Source: an optimization exercise on an open RTL-to-GDS flow (aim: small area and few clock cycles). Production flows keep margins and buffers that such runs may drop.
The RTL was checked by simulation tests, not by an equivalence proof against the original design.
No activity file was given, so power comes from the tool's default toggle rates.

## flow/run.sh

```bash
#!/bin/bash
# synth_recipe.tcl (not shown) runs the flow's synth.tcl, then flattens the netlist and writes it again
# the make line also repeats each setting of config.mk as NAME=value (left out here)
make -C /OpenROAD-flow-scripts/flow DESIGN_CONFIG=/design/flow/config.mk WORK_HOME=/design/flow/orfs CLKGATE_MAP_FILE= SYNTH_SCRIPT=/design/flow/synth_recipe.tcl finish
```

## flow/config.mk

```make
export PLATFORM = sky130hd
export DESIGN_NAME = block_whitener
export DESIGN_NICKNAME = block_whitener
export VERILOG_FILES = /design/flow/design.v
export SDC_FILE = /design/flow/constraint.sdc
export NUM_CORES = 4
export LEC_CHECK = 0
export CAP_MARGIN = 20
export CORE_MARGIN = 2
export CORE_UTILIZATION = 45
export PLACE_DENSITY = 0.6
export SLEW_MARGIN = 20
```

## flow/constraint.sdc

```tcl
create_clock -name core_clock -period 5.0 [get_ports {clk}]
set_input_delay 1.0000 -clock core_clock [delete_from_list [all_inputs] [get_ports {clk}]]
set_output_delay 1.0000 -clock core_clock [all_outputs]
set_load 0.01 [all_outputs]
```

## flow/design.v

```verilog
`default_nettype none
package block_pkg;
	typedef logic [31:0] word_t;
	typedef struct packed
	{
		word_t w3;
		word_t w2;
		word_t w1;
		word_t w0;
	} block_t;
	localparam int BLOCK_W = 4 * 32;
	function automatic int count_width(input int max_count);
		int w;
		w = 1;
		while ((1 << w) <= max_count)
		begin
			w = w + 1;
		end
		count_width = w;
	endfunction
	function automatic int index_width(input int depth);
		index_width = count_width(depth - 1);
	endfunction
endpackage
`default_nettype wire
`default_nettype none
module fifo_buffer
#(
	parameter int DEPTH = 8
)
(
	input logic clk,
	input logic rst,
	input logic write,
	input logic read,
	input block_pkg::block_t data_in,
	output block_pkg::block_t data_out,
	output logic nonempty
);
	localparam int CNT_W = block_pkg::count_width(DEPTH);
	logic [block_pkg::BLOCK_W-1:0] mem [0:DEPTH-1];
	logic [DEPTH-1:0] wr_sel;
	logic [DEPTH-1:0] rd_sel;
	logic [CNT_W-1:0] count;
	logic [CNT_W-1:0] count_next;
	always_comb
	begin
		case ({write, read})
			2'b10: count_next = count + 1'b1;
			2'b01: count_next = count - 1'b1;
			default: count_next = count;
		endcase
	end
	always_ff @(posedge clk)
	begin
		if (rst)
		begin
			wr_sel <= DEPTH'(1);
			rd_sel <= DEPTH'(1);
			count <= '0;
			nonempty <= 1'b0;
		end
		else
		begin
			if (write)
				wr_sel <= {wr_sel[DEPTH-2:0], wr_sel[DEPTH-1]};
			if (read)
				rd_sel <= {rd_sel[DEPTH-2:0], rd_sel[DEPTH-1]};
			count <= count_next;
			nonempty <= (count_next != '0);
		end
	end
	always_ff @(posedge clk)
	begin
		for (int i = 0; i < DEPTH; i++)
			if (write && wr_sel[i])
				mem[i] <= data_in;
	end
	always_comb
	begin
		data_out = '0;
		for (int i = 0; i < DEPTH; i++)
			data_out = data_out | (mem[i] & {block_pkg::BLOCK_W{rd_sel[i]}});
	end
endmodule
`default_nettype wire
`default_nettype none
module credit_counter
#(
	parameter int INIT = 4
)
(
	input logic clk,
	input logic rst,
	input logic consume,
	input logic give_back,
	output logic has_credit
);
	localparam int CNT_W = block_pkg::count_width(INIT);
	generate
		if (INIT < 1)
		begin : g_init_check
			$error("credit_counter needs at least one credit.");
		end
	endgenerate
	logic [CNT_W-1:0] count;
	logic [CNT_W-1:0] count_next;
	always_comb
	begin
		case ({consume, give_back})
			2'b10: count_next = count - 1'b1;
			2'b01: count_next = count + 1'b1;
			default: count_next = count;
		endcase
	end
	always_ff @(posedge clk)
	begin
		if (rst)
			count <= CNT_W'(INIT);
		else
			count <= count_next;
	end
	assign has_credit = (count != '0);
endmodule
`default_nettype wire
`default_nettype none
module whitening_stage
(
	input block_pkg::block_t data,
	input block_pkg::block_t key,
	output block_pkg::block_t result
);
	assign result = data ^ key;
endmodule
`default_nettype wire
`default_nettype none
module block_whitener
#(
	parameter int FIFO_DEPTH = 8,
	parameter int OUT_CREDITS = 4
)
(
	input logic clk,
	input logic rst,
	input logic in_valid,
	input block_pkg::block_t in_block,
	output logic in_credit,
	input block_pkg::block_t key,
	output logic out_valid,
	output block_pkg::block_t out_block,
	input logic out_credit
);
	block_pkg::block_t head;
	logic nonempty;
	logic has_credit;
	logic beat;
	fifo_buffer #(
		.DEPTH(FIFO_DEPTH)
	) u_fifo_buffer (
		.clk(clk),
		.rst(rst),
		.write(in_valid),
		.read(beat),
		.data_in(in_block),
		.data_out(head),
		.nonempty(nonempty)
	);
	credit_counter #(
		.INIT(OUT_CREDITS)
	) u_credit_counter (
		.clk(clk),
		.rst(rst),
		.consume(beat),
		.give_back(out_credit),
		.has_credit(has_credit)
	);
	whitening_stage u_whitening_stage (
		.data(head),
		.key(key),
		.result(out_block)
	);
	assign beat = nonempty && has_credit;
	assign out_valid = beat;
	assign in_credit = beat;
endmodule
`default_nettype wire
```

==> reports/metrics.yaml <==
status: "timing/DRC/antenna clean"
comb_power_share_pct: 17.3
syn_area_sq_mm: 0.0381
yosysSeqAreaShare_pct: 82.0
rsz0062_at_grt: "false"
synth_cell_types: 34
yosysTopAreaCell: "edfxtp_1"
switchingPower_uw: 5230
synth_adder_area_share_pct: 0.184
drv_slew: 0
ys_ff_latch: 1048
hold_viol: 0
initial_core_util_pct: 45.5
die_h_um: 295
synth_compound_area_share_pct: 10.4
wl_per_cell_um: 26.1
yosys-top-cells-count: "edfxtp_1, a22oi_1, xor2_1, nand4_1, buf_2"
start_kind: "flop"
max_cap_violations: 0
first_global_vias: 21400
critPathCaptureType: "output port"
ctsHoldBuffers: 0
fill_cells: 6439
cts_buffers: 105
dr.pass1.iters: 7
cts.sinks: 1048
final_net_count: 2714
insertion_delay_ns: 0.65
postLayoutCoreUtil_pct: 56.0
postCtsSetupBuffers: 0
io_buffers: 389
synth-edff-count: 1024
worstMarginPinSlew_ns: 0.993
drc: 0
power_frac_seq_pct: 47.8
synth_fp_nets: 2277
setup_viol: 0
ir_worst_vdd_uv: 310
cp_cell_sequence: "buf_12 > a22oi_1 > nand4_1 > xor2_1 > clkdlybuf4s50_1"
finalCritPeriodShare_pct: 81.7
cpMaxStageDelayCell: "dfxtp_4"
crit_path_max_fanout: 44
synthArstFlopShare_pct: 0
synth.avg_cell_area_sq_um: 18.9
power_density_mw_per_mm2: 447
finalSetupTns_ns: 0
cts_root_buf: "clkbuf_16"
vias_per_cell: 5.74
synthCells: 2012
critPathKind: "flop to output port"
htree_levels: 3
skew_ns: 0.0207
fp-row-count: 106
cts.repair.resized: 0
pwr-share-clk_pct: 34.9
slowest_delay_ns: 0.87
synth_top_family_by_area: "compound AO/OA/AOI/OAI gates"
hold_path.class: "flop to flop"
arrival_ns: 3.09
drtAntennaViolNets: 0
grt_max_degree: 74
multi_input_area_sq_mm: 0.00632
dp_hpwl_um: 51200
gp_congestion: 0.736
synthTopCellsByArea: "edfxtp_1, a22oi_1, xor2_1"
fp.dieW_um: 295
vias: 21100
area_growth_pct: 22.9
yosysTopAreaCellShare_pct: 80.7
grtUsageTotal_pct: 21.7
slew_headroom_pct: 33.8
synth_xor_area_share_pct: 3.03
post-route-min-period_ns: 4.09
grt_pass1_wl_um: 139000
ioPinCount: 390
muxShareOfSynthArea_pct: 0.263
ys_warn_count: 3
die_area_sq_mm: 0.0870
drtIter0Drc: 1827
wl_um: 95800
max_freq_mhz: 245
clockBufferDepth: 3
cp.required_ns: 4.00
synth-main-ff-cell: "edfxtp_1"
synthSimpleGateAreaFrac_pct: 2.66
synthMostInstantiatedCell: "edfxtp_1"
antenna_found_initial: 22
p_int_uw: 15700
clkSlewWorstSetupHoldPaths_ns: 0.06
core-area_sq_mm: 0.0837
cts_tree: "yes"
regArea_sq_mm: 0.0313
overflow: 0
drive_gt1_share_pct: 8.76
switching_share_pct: 25.0
power.leakage_uw: 0.0147
## worst paths after layout
kind / startpoint / to / slack, ns / cells past startpoint
worst max-delay path: u_fifo_buffer.rd_sel[3] / out_block[124] / 0.91 / 5
worst min-delay path: u_fifo_buffer.wr_sel[3] / u_fifo_buffer.wr_sel[3] / 0.50 / 2
worst max register to register: u_credit_counter.count[0] / u_fifo_buffer.nonempty / 2.40 / 10
worst min register to register: u_fifo_buffer.wr_sel[3] / u_fifo_buffer.wr_sel[3] / 0.50 / 2
## layout by cell type, fill, tap and decap left out, types with 3 or more instances in the layout
cell type        count
a21oi_1              9
edfxtp_1          1024
and2_4               8
dfxtp_1             16
mux2i_1             10
clkinv_2            20
clkinvlp_4           5
buf_12              22
nand4_1            128
clkdlybuf4s50_1    389
ha_1                 4
clkinv_1            25
dfxtp_4              8
xor2_1             131
nand2b_1             4
clkbuf_8             4
bufinv_16            3
a22oi_1            512
diode_2              5
clkbuf_1            23
buf_4               35
nor2_1              18
clkbuf_16          107
## sequential cells by signal (all words and copies together) (netlist names)
| signal | count |
|---|---|
| u_fifo_buffer.wr_sel | 8 |
| u_fifo_buffer.count | 4 |
| u_credit_counter.count | 3 |
| u_fifo_buffer.rd_sel | 8 |
| u_fifo_buffer.mem | 1024 |
| u_fifo_buffer.nonempty | 1 |
## final cells by class
class	count	area share (%)
Clock inverter	59	0.865
Timing Repair Buffer	446	9.81
Sequential cell	1048	66.7
Multi-Input combinational cell	845	13.5
Antenna cell	5	0.0267
Tap cell	1134	3.03
Clock buffer	134	6.02
Inverter	3	0.0240
## worst max-delay path: cells and delay by family (launching register included)
family	cells	cell delay (ns)
buf+inv	2	0.91
compound gates	1	0.17
flops	1	0.87
xor+xnor	1	0.18
simple gates	1	0.24
## cell families after synthesis
family | after synthesis
fa+ha+maj | 5
compound gates | 530
mux | 10
buf+inv | 119
flops | 1048
simple gates | 168
xor+xnor | 132
## stage by stage
step	area [sq um]	cells	worst slack [ns]	power, uW	hold slack [ns]
finish	46800	3674	0.915	20900	0.496
global route	46800	3672	0.806	21700	0.529
CTS	46800	3669	0.892	21100	0.497
detailed placement	43600	3476	1.40	13900	0.482
global placement	43600	3476	1.43	13800	0.461
floorplan	38100	2012	0.549	11900	0.431
## per-layer routing
metal	track usage, %	share of wire [%]
met3	4.84	7.6
met1	29.6	42
met2	35.5	49
met4	5.61	1.6
met5	0	0.25
## power by group through the flow
stage | clock network [uW] | logic [uW] | registers (uW)
global route | 7780 | 3910 | 10000
finish | 7300 | 3630 | 10000
detailed placement | 0 | 3670 | 10200
CTS | 7420 | 3690 | 10000
global placement | 0 | 3650 | 10200
floorplan | 0 | 1780 | 10100
Testbench counts, summed over its fixed seeds: cycles 3,620.

re-timing with driven ports:
The flow's constraints put no driver on any port. The routed layout listed below was extracted and timed again, unchanged, in two steps.
Step 1 (the two cells are an assumption about what drives the block):
set clk [get_ports {clk}]
set_driving_cell -lib_cell sky130_fd_sc_hd__clkbuf_16 $clk
set_driving_cell -lib_cell sky130_fd_sc_hd__buf_2 [delete_from_list [all_inputs] $clk]
Step 2 adds t to the input delays and takes it off the output delays; t is the mean of the earliest and latest rising clock arrival at the registers after step 1. Input paths then give back, and output paths get back, about the clock's delay inside the block.
Three values: no drivers, after step 1, after step 2; two values: the first two.
shift t [ns]: 0.704
setup slack, ns: 0.915 / 0.850 / 1.340
worst register clock-pin slew, ns: 0.06 / 0.06
After both steps this run still meets setup and hold. For this run, drivers alone change the setup slack by -0.065 ns; drivers and shift together by +0.425 ns.
